From an optimization exercise on the open Yosys and OpenROAD flow, aimed at a short achievable clock period and few clock cycles; shortcuts taken in it are not production practice. RTL that was checked went through simulation tests only; none was proved equivalent to the original.

## old
==> flow/design.v (excerpt) <==
module y86_pipeline (
    input  logic                clock,
    input  logic                reset,
    output y86_pkg::word_t      imem_addr,
    input  logic [79:0]         imem_bytes,
    output y86_pkg::reg_write_t reg_write,
    output y86_pkg::stat_t      stat
);
    localparam logic [3:0] RNONE = 4'hf;
    logic [63:0] pc;             
    logic [63:0] rf [15];        
    logic [3:0]  w_dst;          
    logic [63:0] dmem [64];      
    logic        cc_zf;          
    logic        cc_lt;
    logic        l_valid;
    logic        l_op, l_sub, l_and, l_xor;
    logic        l_rr;           
    logic        l_rrc;          
    logic        l_ir, l_mr, l_rm;
    logic        l_jl;           
    logic        l_jh;           
    logic        l_pred;         
    logic [63:0] l_alt;          
    logic        l_halt, l_bad;
    logic [3:0]  l_ifun;
    logic [3:0]  l_dst;          
    logic [63:0] l_a;            
    logic [63:0] l_aa;           
    logic [63:0] l_b;            
    logic [63:0] l_sd;           
    logic        l_a1, l_a2;     
    logic        l_b1, l_b2;
    logic        l_s1, l_s2;     
    logic [2:0]  l_sa;           
    logic [4:0]  l_saa;
    logic [2:0]  l_sb;
    logic [3:0]  l_sr;
    logic [31:0] l_last;         
    logic [31:0] l_last_n;       
    logic [31:0] l_last_b;       
    logic [31:0] l_last_bn;
  ...
clock: 9.0 ns
lec_check: 0
cap_margin: 20
core_margin: 2
core_utilization: 40
place_density: 0.6
setup_slack_margin: 5
slew_margin: 20
tns_end_percent: 0
standard.sh (not shown) runs the stock make flow with config.mk's settings and CLKGATE_MAP_FILE= SYNTH_SCRIPT=/design/flow/synth_recipe.tcl, a recipe that flattens the netlist after the stock synthesis.
==> flow/flow/run.sh <==
#!/bin/bash
# The standard layout, with slow many-input cells (nor3/nor4/or3/or4 and
# the 311/41/2111 and-or gates) added to the platform's don't-use list, for
# synthesis and for timing repair alike.
set -euo pipefail
DU="$(cat flow/dontuse.txt)"
bash standard.sh "DONT_USE_CELLS=$DU" finish > standard.log 2>&1
Other scripts of this flow, unchanged in this note and not shown: flow/flow/dontuse.txt
Edits applied to the flow inputs when going from old to new:
--- a/flow/design.v
+++ b/flow/design.v
@@ -133,18 +133,19 @@
     logic [63:0] h_alt;
     logic [3:0]  h_ifun;
     logic [3:0]  h_dst;
     logic [31:0] h_lo;           
     logic [31:0] h_lo_b;         
     logic        h_c32;          
     logic        h_zlo;          
     logic        h_adr_lo;       
     logic [63:0] h_sel;          
+    logic [63:0] h_wsel;         
     logic [31:0] h_a, h_aa, h_b; 
     logic [63:0] h_sd;
     logic [2:0]  h_sa;           
     logic [4:0]  h_saa;
     logic [2:0]  h_sb;
     logic [2:0]  h_ss;
     logic [3:0]  h_sr;
     logic [63:0] h_res;          
     logic [63:0] h_res2;         
@@ -488,18 +489,19 @@
         h_ifun   <= l_ifun;
         h_pred   <= l_pred;
         h_alt    <= l_alt;
         h_lo     <= l_lo;
         h_lo_b   <= lb;
         h_c32    <= l_c32;
         h_zlo    <= l_zlo;
         h_adr_lo <= l_adr_lo;
         h_sel    <= l_sel;
+        h_wsel   <= (l_valid && l_rm && !h_mis && !reset) ? l_sel : 64'h0;
         h_a      <= l_a[63:32];
         h_aa     <= l_aa[63:32];
         h_b      <= l_b[63:32];
         h_sd     <= l_sd;
         h_res    <= h_wval;
         h_res2   <= h_res;
         h_res_n  <= ~h_wval;
         h_res2_n <= h_res_n;
         hp_kz    <= p_kz;
@@ -521,19 +523,19 @@
             w_dst <= RNONE;
             for (int i = 0; i < 15; i++) rf[i] <= 64'h0;
         end else begin
             w_dst <= h_dst;
             if (w_dst != RNONE) rf[w_dst] <= h_res;
         end
     end
     always_ff @(posedge clock) begin
         for (int k = 0; k < 64; k++) begin
-            if (h_rm && h_sel[k]) dmem[k] <= h_sdv;
+            if (h_wsel[k]) dmem[k] <= h_sdv;
         end
     end
     always_ff @(posedge clock) begin
         if (reset) begin
             o_stat  <= 3'd1;
             o_dst_e <= RNONE;
             o_dst_m <= RNONE;
         end else if (o_stat != 3'd1) begin
             o_dst_e <= RNONE;
--- outcome ---
In the tables for new and old, post-place setup slack reads lower with new. Of new and old, the higher worst hold slack belongs to new. Compound-gate portion of the synthesized area: new vs old, no meaningful difference. Measured against each other, new and old differ in instance count after placement with tap cells included, the lower figure coming from new. Looking at new and old, the synthesized area is a wash. [compare] base=old new=new: final non-filler cell area now sits higher, depth of the worst register-to-register path grew by 10, global-route usage over all layers grew by 0.18 points, total of plain and repair buffers excluding clock buffers decreased by 36 relative to the old numbers. dmem[1][6] as the capture point of the worst path was reported by old, and reg_write[56] by new.
Testbench counts of new, summed over its fixed seeds: cycles 41,812.
The RTL of old was laid out without a check of its function.

re-timing with driven ports:
How much do the figures lean on ideal ports? The routed layouts below were timed once more, with nothing changed but the port constraints. Step 1: set_driving_cell puts a clkbuf_16 on clock and a buf_2 on each other input, an assumption about the parent block. Step 2, shift: input delay + t, output delay - t, t = (earliest + latest rising clock arrival at the registers) / 2. This alone moves slack from input paths to output paths. Three values: no drivers, after step 1, after step 2; two values: the first two.
run | shift t [ns] | setup slack, ns | clock arrival spread, ns | slew at the worst register clock pin (ns) | worst data-port slew with drivers (ns)
old | 1.305 | 4.218 / 4.218 / 3.256 | 0.145 / 0.145 | 0.07 / 0.07 | 0.17
new | 1.270 | 4.624 / 4.499 / 3.432 | 0.132 / 0.132 | 0.07 / 0.07 | 0.18
After both steps every run listed still meets setup and hold. For new, which loses most, drivers alone change the setup slack by -0.125 ns; drivers and shift together by -1.192 ns.
